What follows belongs to an exercise in optimizing a design on an open flow for small area; a production flow would make more cautious choices. The RTL was checked by simulation tests, not by an equivalence proof against the original design. Power is estimated from default activity; no workload was simulated.

==> run a <==
Design timed_rgbw_light_interpolator_top, start of the top module:
module timed_rgbw_light_interpolator_top #(
  parameter int unsigned SLOTS = 16
) (
  input  logic        clk_i,
  input  logic        rst_ni,
  input  logic        in_valid_i,
  output logic        in_ready_o,
  input  logic        op_i,
  input  logic [3:0]  entry_index_i,
  input  logic        entry_valid_i,
  input  logic [4:0]  entry_hour_i,
  input  logic [5:0]  entry_minute_i,
  input  logic [7:0]  entry_red_i,
  input  logic [7:0]  entry_green_i,
  input  logic [7:0]  entry_blue_i,
  input  logic [7:0]  entry_white_i,
  input  logic [31:0] now_unix_i,
  input  logic [4:0]  now_hour_i,
  input  logic [5:0]  now_minute_i,
  output logic        out_valid_o,
  input  logic        out_ready_i,
  output logic        active_o,
  output logic [7:0]  level_red_o,
  output logic [7:0]  level_green_o,
  output logic [7:0]  level_blue_o,
  output logic [7:0]  level_white_o
);
export LEC_CHECK = 0
export CAP_MARGIN = 20
export CORE_MARGIN = 2
export CORE_UTILIZATION = 45
export PLACE_DENSITY = 0.6
export SLEW_MARGIN = 20
create_clock -name core_clock -period 12.0 [get_ports {clk_i}]
standard.sh (not shown) runs the stock make flow with config.mk's settings and CLKGATE_MAP_FILE= SYNTH_SCRIPT=/design/flow/synth_recipe.tcl, a recipe that flattens the netlist after the stock synthesis.
==> flow/flow/run.sh <==
#!/bin/bash
# Own layout flow: the standard flow (standard.sh, unchanged synthesis,
# floorplan, power grid and tap cells), with these changes:
#   * ports are buffered with the smallest buffer (buf_1) instead of the default;
#   * clock tree synthesis without dummy loads and with sink clusters of up
#     to 24 flip-flops within 150 um.
# Each tool's full output stays in orfs/logs/; make's own output goes to
# flow_make.log in this folder.
set -euo pipefail
cd "$(dirname "$0")/.."
bash standard.sh \
  BUFFER_PORTS_ARGS="-buffer_cell sky130_fd_sc_hd__buf_1" \
  CTS_ARGS="-sink_clustering_enable -repair_clock_nets -dont_use_dummy_load -sink_clustering_size 24 -sink_clustering_max_diameter 150" \
  finish > flow_make.log 2>&1
==> run b: changes against run a <==
--- a/flow/design.v
+++ b/flow/design.v
@@ -39,15 +39,15 @@
     S_SCAN2W,   
     S_SCAN2,    
     S_TP,       
     S_CHK,      
     S_ADVW,     
     S_ADVS,     
     S_XF,       
-    S_CAP,      
+    S_CAP0,     
     S_DIV,      
     S_RST,      
     S_FIN
   } state_e;
   state_e state_q, state_d;
   logic [3:0]        pos_q;
   logic [15:0][43:0] mem_q;
@@ -81,19 +81,20 @@
     if (!rst_ni) pos_q <= '0;
     else         pos_q <= pos_q + 1'b1;
   end
   logic [31:0] a_q, b_q;           
   logic [33:0] r_q;                
   logic [7:0]  q_q;                
   logic [7:0]  p_q, n_q;           
+  logic [7:0]  p2_q, n2_q;         
   logic [3:0]  prev_q, next_q;
   logic [31:0] lvl_q;
   logic        act_q, oval_q, pend_q, empty_q;
   logic        found_q, hprev_q, walk_q, stop_q, wprev_q, pin_q;
-  logic        adjn_q, adjp_q, advd_q, tgt_q, gt_q, den0_q, eneg_q;
+  logic        adjn_q, adjp_q, advd_q, tgt_q, gt_q, den0_q, eneg_q, c_q;
   logic        gotp_q, gotn_q;
   logic [2:0]  step_q, ph_q;
   logic [1:0]  ch_q;
   logic later, eq_now, same;
   assign later  = h_hm > now_hm;
   assign eq_now = h_hm == now_hm;
   assign same   = h_hm == {p_q[4:0], n_q[5:0]};
@@ -129,17 +130,19 @@
       default: yop = '0;
     endcase
   end
   assign yx = yop ^ {34{inv}};
   assign {cout, sum} = {1'b0, xop} + {1'b0, yx} + {34'd0, cin};
   logic e_bit;
   assign e_bit = n_q[3'd7 - step_q];
+  logic [1:0] cap_ch;
   logic [7:0] h_lvl;
+  assign cap_ch = (state_q == S_DIV) ? (ch_q + 2'd1) : ch_q;
   always_comb begin
-    unique case (ch_q)
+    unique case (cap_ch)
       2'd0:    h_lvl = head[7:0];
       2'd1:    h_lvl = head[15:8];
       2'd2:    h_lvl = head[23:16];
       default: h_lvl = head[31:24];
     endcase
   end
   logic tick_go;
@@ -204,15 +207,15 @@
           end
           3'd3, 3'd4: begin xsel = X_R; ysel = Y_B; inv = 1'b1; cin = 1'b1; end
           3'd5: begin xsel = X_R1; ysel = Y_B; inv = 1'b1; cin = !eneg_q; end
           default: begin
             xsel = X_P;
             ysel = den0_q ? Y_0 : Y_Q;
             inv  = !den0_q && eneg_q;
-            cin  = !den0_q && eneg_q;
+            cin  = !den0_q && (eneg_q ? !c_q : c_q);
           end
         endcase
       end
       S_RST: begin
         unique case (step_q)
           3'd0: begin ysel = Y_B; wr_r = 1'b1; end
           3'd1: begin xsel = X_R; ysel = Y_A; inv = 1'b1; cin = 1'b1; wr_r = 1'b1; end
@@ -249,17 +252,17 @@
           else if (advd_q)       state_d = S_XF;
           else                   state_d = S_CHK;
         end
       end
       S_CHK:  if (step_q == 3'd1) state_d = (!cout && !advd_q) ? S_ADVW : S_XF;
       S_ADVW: if (pos_q == next_q) state_d = S_ADVS;
       S_ADVS: if (h_valid) state_d = S_TP;
-      S_XF:   if (step_q == 3'd7) state_d = S_CAP;
-      S_CAP:  if ((gotp_q || pos_q == prev_q) && (gotn_q || pos_q == next_q)) state_d = S_DIV;
-      S_DIV:  if (ph_q == 3'd6) state_d = (ch_q == 2'd3) ? S_RST : S_CAP;
+      S_XF:   if (step_q == 3'd7) state_d = S_CAP0;
+      S_CAP0: if ((gotp_q || pos_q == prev_q) && (gotn_q || pos_q == next_q)) state_d = S_DIV;
+      S_DIV:  if (ph_q == 3'd6 && ch_q == 2'd3) state_d = S_RST;
       S_RST:  if (step_q == 3'd4) state_d = S_FIN;
       S_FIN:  state_d = S_IDLE;
       default: state_d = S_IDLE;
     endcase
   end
   always_ff @(posedge clk_i or negedge rst_ni) begin
     if (!rst_ni) begin
@@ -301,24 +304,26 @@
               p_q     <= {3'b000, h_hour};
               n_q     <= {2'b00, h_min};
               adjn_q  <= 1'b0;
               walk_q  <= !hprev_q;
             end else begin
               prev_q  <= pos_q;
               hprev_q <= 1'b1;
-              lvl_q[10:0] <= h_hm;
+              p2_q    <= {3'b000, h_hour};
+              n2_q    <= {2'b00, h_min};
               adjp_q  <= 1'b0;
             end
           end else if (walk_q && !stop_q) begin
             if (same) begin
               stop_q <= 1'b1;
             end else begin
               prev_q  <= pos_q;
               wprev_q <= 1'b1;
-              lvl_q[10:0] <= h_hm;
+              p2_q    <= {3'b000, h_hour};
+              n2_q    <= {2'b00, h_min};
               adjp_q  <= later;
             end
           end
         end
       end
       S_SCANE: begin
         if (found_q) begin
@@ -342,16 +347,16 @@
         end
       end
       S_TP: begin
         step_q <= step_q + 3'd1;
         if (step_q == 3'd7) begin
           tgt_q <= !tgt_q;
           if (!pin_q) begin
-            p_q <= {3'b000, lvl_q[10:6]};
-            n_q <= {2'b00, lvl_q[5:0]};
+            p_q <= p2_q;
+            n_q <= n2_q;
           end
         end
       end
       S_CHK: begin
         tgt_q  <= 1'b0;
         step_q <= step_q + 3'd1;
         if (step_q == 3'd1) begin
@@ -377,19 +382,21 @@
           den0_q <= !cout;
           ch_q   <= 2'd0;
           ph_q   <= 3'd0;
           gotp_q <= 1'b0;
           gotn_q <= 1'b0;
         end
       end
-      S_CAP: begin
+      S_CAP0: begin
         if (pos_q == prev_q) begin p_q <= h_lvl; gotp_q <= 1'b1; end
         if (pos_q == next_q) begin n_q <= h_lvl; gotn_q <= 1'b1; end
       end
       S_DIV: begin
+        if (pos_q == prev_q) p2_q <= h_lvl;
+        if (pos_q == next_q) n2_q <= h_lvl;
         unique case (ph_q)
           3'd0: begin
             if (cout) begin
               n_q    <= sum[7:0];
               eneg_q <= 1'b0;
               ph_q   <= 3'd2;
             end else begin
@@ -414,29 +421,29 @@
             else if (step_q == 3'd7)  ph_q <= 3'd5;
             else begin
               ph_q   <= 3'd2;
               step_q <= step_q + 3'd1;
             end
           end
           3'd5: begin
-            if (cout) q_q <= q_q + 8'd1;
+            c_q  <= cout;
             ph_q <= 3'd6;
           end
           default: begin
             unique case (ch_q)
               2'd0: lvl_q[7:0]   <= sum[7:0];
               2'd1: lvl_q[15:8]  <= sum[7:0];
               2'd2: lvl_q[23:16] <= sum[7:0];
               default: lvl_q[31:24] <= sum[7:0];
             endcase
             ch_q   <= ch_q + 2'd1;
             ph_q   <= 3'd0;
             step_q <= 3'd0;
-            gotp_q <= 1'b0;
-            gotn_q <= 1'b0;
+            p_q    <= p2_q;
+            n_q    <= n2_q;
           end
         endcase
       end
       S_RST: begin
         step_q <= step_q + 3'd1;
       end
       S_FIN: begin
==> run c: changes against run a <==
--- a/flow/design.v
+++ b/flow/design.v
@@ -78,150 +78,148 @@
     mem_q <= {(wr ? wdata : head), mem_q[15:1]};
   end
   always_ff @(posedge clk_i or negedge rst_ni) begin
     if (!rst_ni) pos_q <= '0;
     else         pos_q <= pos_q + 1'b1;
   end
   logic [31:0] a_q, b_q;           
-  logic [33:0] r_q;                
+  logic [34:0] r_q;                
   logic [7:0]  q_q;                
   logic [7:0]  p_q, n_q;           
   logic [3:0]  prev_q, next_q;
   logic [31:0] lvl_q;
-  logic        act_q, oval_q, pend_q, empty_q;
+  logic        oval_q, pend_q, empty_q;
   logic        found_q, hprev_q, walk_q, stop_q, wprev_q, pin_q;
   logic        adjn_q, adjp_q, advd_q, tgt_q, gt_q, den0_q, eneg_q;
   logic        gotp_q, gotn_q;
   logic [2:0]  step_q, ph_q;
   logic [1:0]  ch_q;
   logic later, eq_now, same;
   assign later  = h_hm > now_hm;
   assign eq_now = h_hm == now_hm;
   assign same   = h_hm == {p_q[4:0], n_q[5:0]};
   typedef enum logic [2:0] {X_0, X_R, X_R1, X_R6, X_P, X_N} xsel_e;
-  typedef enum logic [3:0] {Y_0, Y_A, Y_B, Y_U, Y_R2, Y_P, Y_N, Y_Q, Y_HN, Y_MN, Y_DAY,
-                            Y_ONE} ysel_e;
+  typedef enum logic [3:0] {Y_0, Y_A, Y_B, Y_U, Y_R2, Y_P, Y_N, Y_Q, Y_HN, Y_MN, Y_DAY} ysel_e;
   xsel_e       xsel;
   ysel_e       ysel;
   logic        inv, cin;
-  logic [33:0] xop, yop, yx, sum;
+  logic [34:0] xop, yop, yx, sum;
   logic        cout;
   always_comb begin
     unique case (xsel)
       X_R:     xop = r_q;
-      X_R1:    xop = {r_q[32:0], 1'b0};
-      X_R6:    xop = {r_q[27:0], 6'd0};
-      X_P:     xop = {26'd0, p_q};
-      X_N:     xop = {26'd0, n_q};
+      X_R1:    xop = {r_q[33:0], 1'b0};
+      X_R6:    xop = {r_q[28:0], 6'd0};
+      X_P:     xop = {27'd0, p_q};
+      X_N:     xop = {27'd0, n_q};
       default: xop = '0;
     endcase
     unique case (ysel)
-      Y_A:     yop = {2'b00, a_q};
-      Y_B:     yop = {2'b00, b_q};
-      Y_U:     yop = {2'b00, now_unix_i};
-      Y_R2:    yop = {r_q[31:0], 2'd0};
-      Y_P:     yop = {26'd0, p_q};
-      Y_N:     yop = {26'd0, n_q};
-      Y_Q:     yop = {26'd0, q_q};
-      Y_HN:    yop = {29'd0, now_hour_i};
-      Y_MN:    yop = {28'd0, now_minute_i};
-      Y_DAY:   yop = 34'd1440;
-      Y_ONE:   yop = 34'd1;
+      Y_A:     yop = {3'b000, a_q};
+      Y_B:     yop = {3'b000, b_q};
+      Y_U:     yop = {3'b000, now_unix_i};
+      Y_R2:    yop = {r_q[32:0], 2'd0};
+      Y_P:     yop = {27'd0, p_q};
+      Y_N:     yop = {27'd0, n_q};
+      Y_Q:     yop = {27'd0, q_q};
+      Y_HN:    yop = {30'd0, now_hour_i};
+      Y_MN:    yop = {29'd0, now_minute_i};
+      Y_DAY:   yop = 35'd1440;
       default: yop = '0;
     endcase
   end
-  assign yx = yop ^ {34{inv}};
-  assign {cout, sum} = {1'b0, xop} + {1'b0, yx} + {34'd0, cin};
+  assign yx = yop ^ {35{inv}};
+  assign {cout, sum} = {1'b0, xop} + {1'b0, yx} + {35'd0, cin};
   logic e_bit;
   assign e_bit = n_q[3'd7 - step_q];
   logic [7:0] h_lvl;
   always_comb begin
     unique case (ch_q)
       2'd0:    h_lvl = head[7:0];
       2'd1:    h_lvl = head[15:8];
       2'd2:    h_lvl = head[23:16];
       default: h_lvl = head[31:24];
     endcase
   end
   logic tick_go;
   assign tick_go    = (state_q == S_IDLE) && in_valid_i && op_i && !oval_q;
   assign in_ready_o = load_take || (state_q == S_FIN);
-  logic wr_r, wr_a, wr_b;
+  logic wr_a, wr_b;
   always_comb begin
     xsel = X_0;
     ysel = Y_0;
     inv  = 1'b0;
     cin  = 1'b0;
-    wr_r = 1'b0;
     wr_a = 1'b0;
     wr_b = 1'b0;
     unique case (state_q)
       S_TP: begin
         unique case (step_q)
-          3'd0: begin ysel = Y_P; wr_r = 1'b1; end
-          3'd1: begin xsel = X_R; ysel = Y_HN; inv = 1'b1; cin = 1'b1; wr_r = 1'b1; end
-          3'd2, 3'd6: begin xsel = X_R6; ysel = Y_R2; inv = 1'b1; cin = 1'b1; wr_r = 1'b1; end
-          3'd3: begin xsel = X_R; ysel = Y_N; wr_r = 1'b1; end
-          3'd4: begin xsel = X_R; ysel = Y_MN; inv = 1'b1; cin = 1'b1; wr_r = 1'b1; end
+          3'd0: begin ysel = Y_P; end
+          3'd1: begin xsel = X_R; ysel = Y_HN; inv = 1'b1; cin = 1'b1; end
+          3'd2, 3'd6: begin xsel = X_R6; ysel = Y_R2; inv = 1'b1; cin = 1'b1; end
+          3'd3: begin xsel = X_R; ysel = Y_N; end
+          3'd4: begin xsel = X_R; ysel = Y_MN; inv = 1'b1; cin = 1'b1; end
           3'd5: begin
             xsel = X_R;
             ysel = (tgt_q ? adjp_q : adjn_q) ? Y_DAY : Y_0;
             inv  = tgt_q;
             cin  = tgt_q;
-            wr_r = 1'b1;
           end
           default: begin
             xsel = X_R; ysel = Y_U;
             wr_a = tgt_q;
             wr_b = !tgt_q;
           end
         endcase
       end
       S_CHK: begin
-        if (step_q == 3'd0) begin ysel = Y_B; wr_r = 1'b1; end
+        if (step_q == 3'd0) begin ysel = Y_B; end
         else begin xsel = X_R; ysel = Y_U; inv = 1'b1; cin = 1'b1; end
       end
       S_ADVW: begin ysel = Y_B; wr_a = 1'b1; end
       S_XF: begin
         unique case (step_q)
-          3'd0: begin ysel = Y_U; wr_r = 1'b1; end
+          3'd0: begin ysel = Y_U; end
           3'd1: begin xsel = X_R; ysel = Y_A; inv = 1'b1; cin = 1'b1; wr_a = 1'b1; end
-          3'd2: begin ysel = Y_B; wr_r = 1'b1; end
-          3'd3: begin xsel = X_R; ysel = Y_U; inv = 1'b1; cin = 1'b1; wr_r = 1'b1; end
+          3'd2: begin ysel = Y_B; end
+          3'd3: begin xsel = X_R; ysel = Y_U; inv = 1'b1; cin = 1'b1; end
           3'd4: begin xsel = X_R; ysel = Y_A; wr_b = 1'b1; end
-          3'd5: begin ysel = Y_B; wr_r = 1'b1; end
+          3'd5: begin ysel = Y_B; end
           3'd6: begin xsel = X_R; ysel = Y_A; inv = 1'b1; cin = 1'b1; end
-          default: begin xsel = X_R; ysel = Y_ONE; inv = 1'b1; cin = 1'b1; end
+          default: begin ysel = Y_B; inv = 1'b1; cin = 1'b1; end    
         endcase
       end
       S_DIV: begin
         unique case (ph_q)
           3'd0: begin xsel = X_N; ysel = Y_P; inv = 1'b1; cin = 1'b1; end
           3'd1: begin xsel = X_P; ysel = Y_N; inv = 1'b1; cin = 1'b1; end
           3'd2: begin
             xsel = (step_q == 3'd0) ? X_0 : X_R1;
             ysel = !e_bit ? Y_0 : (gt_q ? Y_B : Y_A);
-            wr_r = 1'b1;
           end
-          3'd3, 3'd4: begin xsel = X_R; ysel = Y_B; inv = 1'b1; cin = 1'b1; end
-          3'd5: begin xsel = X_R1; ysel = Y_B; inv = 1'b1; cin = !eneg_q; end
+          3'd3, 3'd4: begin
+            xsel = X_R; ysel = Y_B; inv = !r_q[34]; cin = !r_q[34];
+          end
+          3'd5: begin xsel = X_R; ysel = r_q[34] ? Y_B : Y_0; end    
+          3'd6: begin xsel = X_R1; ysel = Y_B; inv = 1'b1; cin = !eneg_q; end
           default: begin
             xsel = X_P;
             ysel = den0_q ? Y_0 : Y_Q;
             inv  = !den0_q && eneg_q;
             cin  = !den0_q && eneg_q;
           end
         endcase
       end
       S_RST: begin
         unique case (step_q)
-          3'd0: begin ysel = Y_B; wr_r = 1'b1; end
-          3'd1: begin xsel = X_R; ysel = Y_A; inv = 1'b1; cin = 1'b1; wr_r = 1'b1; end
+          3'd0: begin ysel = Y_B; end
+          3'd1: begin xsel = X_R; ysel = Y_A; inv = 1'b1; cin = 1'b1; end
           3'd2: begin xsel = X_R; ysel = Y_U; wr_b = 1'b1; end
-          3'd3: begin ysel = Y_U; wr_r = 1'b1; end
+          3'd3: begin ysel = Y_U; end
           default: begin xsel = X_R; ysel = Y_A; inv = 1'b1; cin = 1'b1; wr_a = 1'b1; end
         endcase
       end
       default: ;
     endcase
   end
   always_comb begin
@@ -251,15 +249,15 @@
         end
       end
       S_CHK:  if (step_q == 3'd1) state_d = (!cout && !advd_q) ? S_ADVW : S_XF;
       S_ADVW: if (pos_q == next_q) state_d = S_ADVS;
       S_ADVS: if (h_valid) state_d = S_TP;
       S_XF:   if (step_q == 3'd7) state_d = S_CAP;
       S_CAP:  if ((gotp_q || pos_q == prev_q) && (gotn_q || pos_q == next_q)) state_d = S_DIV;
-      S_DIV:  if (ph_q == 3'd6) state_d = (ch_q == 2'd3) ? S_RST : S_CAP;
+      S_DIV:  if (ph_q == 3'd7) state_d = (ch_q == 2'd3) ? S_RST : S_CAP;
       S_RST:  if (step_q == 3'd4) state_d = S_FIN;
       S_FIN:  state_d = S_IDLE;
       default: state_d = S_IDLE;
     endcase
   end
   always_ff @(posedge clk_i or negedge rst_ni) begin
     if (!rst_ni) begin
@@ -273,15 +271,15 @@
       if (load_take) pend_q <= 1'b1;
       else if (tick_go) pend_q <= 1'b0;
       if (state_q == S_FIN) oval_q <= 1'b1;
       else if (out_ready_i) oval_q <= 1'b0;
     end
   end
   always_ff @(posedge clk_i) begin
-    if (wr_r) r_q <= sum;
+    r_q <= sum;
     if (wr_a) a_q <= sum[31:0];
     if (wr_b) b_q <= sum[31:0];
     unique case (state_q)
       S_IDLE: begin
         found_q <= 1'b0;
         hprev_q <= 1'b0;
         walk_q  <= 1'b0;
@@ -370,15 +368,15 @@
           adjn_q <= !later && !eq_now;
         end
       end
       S_XF: begin
         step_q <= step_q + 3'd1;
         if (step_q == 3'd6) gt_q <= !cout;
         if (step_q == 3'd7) begin
-          den0_q <= !cout;
+          den0_q <= cout;
           ch_q   <= 2'd0;
           ph_q   <= 3'd0;
           gotp_q <= 1'b0;
           gotn_q <= 1'b0;
         end
       end
       S_CAP: begin
@@ -401,30 +399,34 @@
             eneg_q <= 1'b1;
             ph_q   <= 3'd2;
           end
           3'd2: begin
             q_q  <= (step_q == 3'd0) ? 8'd0 : {q_q[6:0], 1'b0};
             ph_q <= 3'd3;
           end
-          3'd3, 3'd4: begin
-            if (cout) begin
-              r_q <= sum;
-              q_q <= q_q + 8'd1;
-            end
-            if (cout && ph_q == 3'd3) ph_q <= 3'd4;
-            else if (step_q == 3'd7)  ph_q <= 3'd5;
+          3'd3: begin
+            q_q  <= r_q[34] ? q_q - 8'd1 : q_q + 8'd1;
+            ph_q <= 3'd4;
+          end
+          3'd4: begin
+            q_q <= r_q[34] ? q_q - 8'd1 : q_q + 8'd1;
+            if (step_q == 3'd7) ph_q <= 3'd5;
             else begin
               ph_q   <= 3'd2;
               step_q <= step_q + 3'd1;
             end
           end
           3'd5: begin
-            if (cout) q_q <= q_q + 8'd1;
+            if (r_q[34]) q_q <= q_q - 8'd1;
             ph_q <= 3'd6;
           end
+          3'd6: begin
+            if (cout) q_q <= q_q + 8'd1;
+            ph_q <= 3'd7;
+          end
           default: begin
             unique case (ch_q)
               2'd0: lvl_q[7:0]   <= sum[7:0];
               2'd1: lvl_q[15:8]  <= sum[7:0];
               2'd2: lvl_q[23:16] <= sum[7:0];
               default: lvl_q[31:24] <= sum[7:0];
             endcase
@@ -436,20 +438,19 @@
           end
         endcase
       end
       S_RST: begin
         step_q <= step_q + 3'd1;
       end
       S_FIN: begin
-        act_q <= !empty_q;
         if (empty_q) lvl_q <= {4{sum[7:0]}};
       end
       default: ;
     endcase
   end
   assign out_valid_o   = oval_q;
-  assign active_o      = act_q;
+  assign active_o      = !empty_q;
   assign level_red_o   = lvl_q[7:0];
   assign level_green_o = lvl_q[15:8];
   assign level_blue_o  = lvl_q[23:16];
   assign level_white_o = lvl_q[31:24];
 endmodule
==> summary of the runs <==
- Run a finished clean. Run c produced a clean layout. Run b completed with no timing, DRC or antenna violations.
- Global-route usage, lowest first: run b, run a, run c.
- Against run a, the via count of run b is lower by 3.3%.
- Of run c and run a, run c has the higher first-iteration DRC count (gap about 2.4%, measured against run a).
- Final cell count, lowest first: run b, run c, run a.
- Between run b and run a, the lower synthesized cell count is in run b (gap 3.1%, measured against run a).
- In run b the clock power is larger than in run a, by about 3%.
- Hold slack, highest first: run a, run c, run b.
- The highest worst setup slack belongs to run c, the lowest to run b.
- Register-to-register slack, highest first: run c, run a, run b.
- The highest critical path depth belongs to run b, the lowest to run c.

separate check: timing with driven ports:
The flow's constraints put no driver on any port. The routed layouts listed below were extracted and timed again, unchanged, in two steps. Step 1 (the two cells are an assumption about what drives the block):
set clk [get_ports {clk_i}]
set_driving_cell -lib_cell sky130_fd_sc_hd__clkbuf_16 $clk
set_driving_cell -lib_cell sky130_fd_sc_hd__buf_2 [delete_from_list [all_inputs] $clk]
Step 2 moves the port delays by t, midway between the first and last clock arrival at a register: inputs arrive t later, outputs are due t later. That takes back most of the time a late clock gives input paths. a / b / c = ideal ports / drivers / drivers and shift; a / b = the first two.
| run | t, ns | setup slack, ns | worst register clock-pin slew, ns |
|---|---|---|---|
| run a | 0.639 | 4.330 / 4.330 / 4.330 | 0.11 / 0.11 |
| run b | 0.629 | 4.253 / 4.253 / 4.253 | 0.11 / 0.11 |
| run c | 0.641 | 4.611 / 4.611 / 4.611 | 0.12 / 0.12 |
After both steps every run listed still meets setup and hold.
